From an optimization exercise on the open Yosys and OpenROAD flow, aimed at small area; shortcuts taken in it are not production practice.
In this exercise RTL edits were held to simulation tests only and were not proved equivalent to the original.
Power and IR drop assume default switching activity.

## run A
Design neuron_frame_loader, start of the top module:
module neuron_frame_loader #(
    parameter int   size_word    = neuron_frame_loader_pkg::size_word,
    parameter int   number_image = neuron_frame_loader_pkg::number_image,
    localparam int  CNT_W        = $clog2(number_image)
) (
    input  logic                              clk,
    input  logic                              rst,
    input  logic                              in_valid,
    output logic                              in_ready,
    input  logic [size_word-1:0]              in_pixel,
    input  logic                              in_weight,
    input  logic                              in_sof,
    output logic [size_word*number_image-1:0] Image,
    output logic [number_image-1:0]           Weight,
    output logic                              frame_valid,
    input  logic                              frame_ready,
    output logic [CNT_W-1:0]                  beat_count,
    output logic                              frame_drop
);
For scale: roughly 1200 cells after synthesis, roughly 1100 flip-flops, about 0.033 mm2 of cells after synthesis.
==> module neuron_frame_loader, before the edit <==
module neuron_frame_loader #(
    parameter int   size_word    = neuron_frame_loader_pkg::size_word,
    parameter int   number_image = neuron_frame_loader_pkg::number_image,
    localparam int  CNT_W        = $clog2(number_image)
) (
    input  logic                              clk,
    input  logic                              rst,
    input  logic                              in_valid,
    output logic                              in_ready,
    input  logic [size_word-1:0]              in_pixel,
    input  logic                              in_weight,
    input  logic                              in_sof,
    output logic [size_word*number_image-1:0] Image,
    output logic [number_image-1:0]           Weight,
    output logic                              frame_valid,
    input  logic                              frame_ready,
    output logic [CNT_W-1:0]                  beat_count,
    output logic                              frame_drop
);
    localparam logic [CNT_W-1:0] LAST_IDX = CNT_W'(number_image - 1);
    neuron_frame_loader_pkg::load_state_t state;
    logic             accept;
    logic [CNT_W-1:0] idx;
    assign in_ready    = (state == neuron_frame_loader_pkg::LOAD);
    assign frame_valid = (state == neuron_frame_loader_pkg::FULL);
    assign accept = in_valid && (state == neuron_frame_loader_pkg::LOAD);
    assign idx    = in_sof ? '0 : beat_count;
    always_ff @(posedge clk) begin
        if (accept) begin
            Image  <= {in_pixel, Image[size_word*number_image-1:size_word]};
            Weight <= {Weight[number_image-2:0], in_weight};
        end
    end
    always_ff @(posedge clk) begin
        if (rst) begin
            state      <= neuron_frame_loader_pkg::LOAD;
            beat_count <= '0;
            frame_drop <= 1'b0;
        end else begin
            frame_drop <= 1'b0;
            case (state)
                neuron_frame_loader_pkg::LOAD: begin
                    if (accept) begin
                        frame_drop <= in_sof && (beat_count != '0);
                        if (idx == LAST_IDX) begin
                            state      <= neuron_frame_loader_pkg::FULL;
                            beat_count <= '0;
                        end else begin
                            beat_count <= idx + 1'b1;
                        end
                    end
                end
                neuron_frame_loader_pkg::FULL: begin
                    if (frame_ready) state <= neuron_frame_loader_pkg::LOAD;
                end
                default: state <= neuron_frame_loader_pkg::LOAD;
            endcase
        end
    end
endmodule
Settings: LEC_CHECK=0, CAP_MARGIN=20, CORE_AREA=5 5 335 335, DIE_AREA=0 0 340 340, SLEW_MARGIN=20; clock period 5.0 ns.
run.sh (not shown) runs the stock make flow with config.mk's settings and CLKGATE_MAP_FILE= SYNTH_SCRIPT=/design/flow/synth_recipe.tcl, a recipe that flattens the netlist after the stock synthesis.
Changes in run B relative to run A:
-- flow/design.v --
<<< run A, line 42
);
    localparam logic [CNT_W-1:0] LAST_IDX = CNT_W'(number_image - 1);
    neuron_frame_loader_pkg::load_state_t state;
    logic             accept;
    logic [CNT_W-1:0] idx;
    assign in_ready    = (state == neuron_frame_loader_pkg::LOAD);
    assign frame_valid = (state == neuron_frame_loader_pkg::FULL);
    assign accept = in_valid && (state == neuron_frame_loader_pkg::LOAD);
    assign idx    = in_sof ? '0 : beat_count;
    always_ff @(posedge clk) begin
        if (accept) begin
            Image  <= {in_pixel, Image[size_word*number_image-1:size_word]};
            Weight <= {Weight[number_image-2:0], in_weight};
        end
    end
    always_ff @(posedge clk) begin
        if (rst) begin
>>> run B, line 42
);
    localparam logic [CNT_W-1:0] LAST_IDX = CNT_W'(number_image - 1);
    neuron_frame_loader_pkg::load_state_t             state;
    logic                    accept;
    logic [CNT_W-1:0]        idx;
    logic [number_image-1:0] pix_en;
    logic [number_image-1:0] wgt_en;
    assign in_ready    = (state == neuron_frame_loader_pkg::LOAD);
    assign frame_valid = (state == neuron_frame_loader_pkg::FULL);
    assign accept = in_valid && (state == neuron_frame_loader_pkg::LOAD);
    assign idx    = in_sof ? '0 : beat_count;
    frame_slot_decoder #(
        .number_image (number_image),
        .CNT_W        (CNT_W)
    ) u_dec (
        .wr_en  (accept),
        .idx    (idx),
        .pix_en (pix_en),
        .wgt_en (wgt_en)
    );
    always_ff @(posedge clk) begin
        if (rst) begin
<<< run A, line 60
            beat_count <= '0;
            frame_drop <= 1'b0;
        end else begin
            frame_drop <= 1'b0;
>>> run B, line 65
            beat_count <= '0;
            frame_drop <= 1'b0;
            Image      <= '0;
            Weight     <= '0;
        end else begin
            frame_drop <= 1'b0;
<<< run A, line 65
                neuron_frame_loader_pkg::LOAD: begin
                    if (accept) begin
                        frame_drop <= in_sof && (beat_count != '0);
                        if (idx == LAST_IDX) begin
>>> run B, line 72
                neuron_frame_loader_pkg::LOAD: begin
                    if (accept) begin
                        for (int i = 0; i < number_image; i++) begin
                            if (pix_en[i]) Image[i*size_word +: size_word] <= in_pixel;
                        end
                        Weight <= (Weight & ~wgt_en) | (wgt_en & {number_image{in_weight}});
                        frame_drop <= in_sof && (beat_count != '0);
                        if (idx == LAST_IDX) begin
## What came out
More vias were needed by run B than by run A. From run A to run B the numbers moved as follows: effective utilization at floorplan climbed 5.6 points; total number of cells along the worst setup path dropped 3; part of the Yosys area used for sequential elements dropped 43 points. For the utilization, run B came in 4.9 points higher than run A did. Run B — met3 usage in global routing 1.2 points higher, run A as reference. For count of non-filler cells in the finished layout, dividing the value from run A by the value from run B gives 0.62.

---

The RTL this note starts from:
==> flow/design.v <==
package neuron_frame_loader_pkg;
    localparam int size_word    = 8;
    localparam int number_image = 121;
    localparam int CNT_W        = $clog2(number_image);
    typedef enum logic {
        LOAD = 1'b0,
        FULL = 1'b1
    } load_state_t;
endpackage
module frame_slot_decoder #(
    parameter int number_image = neuron_frame_loader_pkg::number_image,
    parameter int CNT_W        = $clog2(number_image)
) (
    input  logic                    wr_en,
    input  logic [CNT_W-1:0]        idx,
    output logic [number_image-1:0] pix_en,
    output logic [number_image-1:0] wgt_en
);
    for (genvar i = 0; i < number_image; i++) begin : g_slot
        assign pix_en[i] = wr_en && (idx == CNT_W'(i));
        assign wgt_en[number_image-1-i] = pix_en[i];
    end
endmodule
module neuron_frame_loader #(
    parameter int   size_word    = neuron_frame_loader_pkg::size_word,
    parameter int   number_image = neuron_frame_loader_pkg::number_image,
    localparam int  CNT_W        = $clog2(number_image)
) (
    input  logic                              clk,
    input  logic                              rst,
    input  logic                              in_valid,
    output logic                              in_ready,
    input  logic [size_word-1:0]              in_pixel,
    input  logic                              in_weight,
    input  logic                              in_sof,
    output logic [size_word*number_image-1:0] Image,
    output logic [number_image-1:0]           Weight,
    output logic                              frame_valid,
    input  logic                              frame_ready,
    output logic [CNT_W-1:0]                  beat_count,
    output logic                              frame_drop
);
    localparam logic [CNT_W-1:0] LAST_IDX = CNT_W'(number_image - 1);
    neuron_frame_loader_pkg::load_state_t state;
    logic             accept;
    logic [CNT_W-1:0] idx;
    assign in_ready    = (state == neuron_frame_loader_pkg::LOAD);
    assign frame_valid = (state == neuron_frame_loader_pkg::FULL);
    assign accept = in_valid && (state == neuron_frame_loader_pkg::LOAD);
    assign idx    = in_sof ? '0 : beat_count;
    always_ff @(posedge clk) begin
        if (accept) begin
            Image  <= {in_pixel, Image[size_word*number_image-1:size_word]};
            Weight <= {Weight[number_image-2:0], in_weight};
        end
    end
    always_ff @(posedge clk) begin
        if (rst) begin
            state      <= neuron_frame_loader_pkg::LOAD;
            beat_count <= '0;
            frame_drop <= 1'b0;
        end else begin
            frame_drop <= 1'b0;
            case (state)
                neuron_frame_loader_pkg::LOAD: begin
                    if (accept) begin
                        frame_drop <= in_sof && (beat_count != '0);
                        if (idx == LAST_IDX) begin
                            state      <= neuron_frame_loader_pkg::FULL;
                            beat_count <= '0;
                        end else begin
                            beat_count <= idx + 1'b1;
                        end
                    end
                end
                neuron_frame_loader_pkg::FULL: begin
                    if (frame_ready) state <= neuron_frame_loader_pkg::LOAD;
                end
                default: state <= neuron_frame_loader_pkg::LOAD;
            endcase
        end
    end
endmodule
Settings: LEC_CHECK=0, CAP_MARGIN=20, CORE_AREA=5 5 335 335, DIE_AREA=0 0 340 340, SLEW_MARGIN=20; clock period 5.0 ns.
standard.sh (not shown) runs the stock make flow with config.mk's settings and CLKGATE_MAP_FILE= SYNTH_SCRIPT=/design/flow/synth_recipe.tcl, a recipe that flattens the netlist after the stock synthesis.
==> flow/flow/run.sh <==
#!/bin/bash
# Standard ORFS layout with two changes: port buffers use the smallest buffer
# cell, and CTS uses smaller clock buffers without dummy loads.
set -euo pipefail
export BUFFER_PORTS_ARGS="-buffer_cell sky130_fd_sc_hd__buf_1"
export CTS_ARGS="-sink_clustering_enable -repair_clock_nets -dont_use_dummy_load -buf_list {sky130_fd_sc_hd__clkbuf_4 sky130_fd_sc_hd__clkbuf_8}"
bash standard.sh finish > flow_make.log 2>&1
Edit:
--- a/flow/design.v
+++ b/flow/design.v
@@ -42,31 +42,36 @@
 );
     localparam logic [CNT_W-1:0] LAST_IDX = CNT_W'(number_image - 1);
     neuron_frame_loader_pkg::load_state_t state;
-    logic             accept;
+    logic             load_q;    
+    logic             shift;     
+    logic             hold;      
     logic [CNT_W-1:0] idx;
     assign in_ready    = (state == neuron_frame_loader_pkg::LOAD);
     assign frame_valid = (state == neuron_frame_loader_pkg::FULL);
-    assign accept = in_valid && (state == neuron_frame_loader_pkg::LOAD);
-    assign idx    = in_sof ? '0 : beat_count;
+    assign shift = in_valid && load_q;
+    assign hold  = !in_valid || (state == neuron_frame_loader_pkg::FULL);
+    assign idx   = in_sof ? '0 : beat_count;
     always_ff @(posedge clk) begin
-        if (accept) begin
-            Image  <= {in_pixel, Image[size_word*number_image-1:size_word]};
-            Weight <= {Weight[number_image-2:0], in_weight};
-        end
+        Image  <= ({size_word*number_image{shift}} & {in_pixel, Image[size_word*number_image-1:size_word]})
+                | ({size_word*number_image{hold}}  & Image);
+        Weight <= ({number_image{shift}} & {Weight[number_image-2:0], in_weight})
+                | ({number_image{hold}}  & Weight);
     end
     always_ff @(posedge clk) begin
         if (rst) begin
             state      <= neuron_frame_loader_pkg::LOAD;
+            load_q     <= 1'b1;
             beat_count <= '0;
             frame_drop <= 1'b0;
         end else begin
             frame_drop <= 1'b0;
             case (state)
                 neuron_frame_loader_pkg::LOAD: begin
-                    if (accept) begin
+                    if (shift) begin
                         frame_drop <= in_sof && (beat_count != '0);
                         if (idx == LAST_IDX) begin
                             state      <= neuron_frame_loader_pkg::FULL;
+                            load_q     <= 1'b0;
                             beat_count <= '0;
                         end else begin
                             beat_count <= idx + 1'b1;
@@ -74,9 +79,15 @@
                     end
                 end
                 neuron_frame_loader_pkg::FULL: begin
-                    if (frame_ready) state <= neuron_frame_loader_pkg::LOAD;
+                    if (frame_ready) begin
+                        state  <= neuron_frame_loader_pkg::LOAD;
+                        load_q <= 1'b1;
+                    end
                 end
-                default: state <= neuron_frame_loader_pkg::LOAD;
+                default: begin
+                    state  <= neuron_frame_loader_pkg::LOAD;
+                    load_q <= 1'b1;
+                end
             endcase
         end
     end
After rerunning:
- final area falls by a few percent
- worst setup slack barely changes
- synthesized cell count rises by well over a third
- combinational power rises by a quarter to a third
- register-to-register slack improves by 0.18 ns
- maximum frequency is about the same

-- afterwards: timing with drivers on the ports --
The results above use ideal ports. As a check the final layouts listed here were re-extracted and re-timed, cells and wires unchanged.
Step 1, drivers: a clkbuf_16 drives clk and a buf_2 each remaining input, both assumed.
Step 2 moves the port delays by t, midway between the first and last clock arrival at a register: inputs arrive t later, outputs are due t later. That takes back most of the time a late clock gives input paths.
Slacks: no drivers / after step 1 / after step 2; pairs: no drivers / after step 1.
run | t (ns) | slack for setup (ns) | worst register clock-pin slew, ns | worst data-port slew with drivers (ns)
run A | 0.732 | 1.999 / 1.993 / 1.292 | 0.07 / 0.07 | 0.07
run B | 0.765 | 1.861 / 1.792 / 1.166 | 0.07 / 0.07 | 0.11
the first run of note 2 | 0.827 | 2.339 / 2.339 / 1.596 | 0.06 / 0.06 | 0.05
the second run of note 2 | 0.833 | 2.338 / 2.272 / 1.900 | 0.06 / 0.06 | 0.11
After both steps setup and hold are still met in every run listed. For the first run of note 2, which loses most, drivers alone change the setup slack by 0.000 ns; drivers and shift together by -0.743 ns.
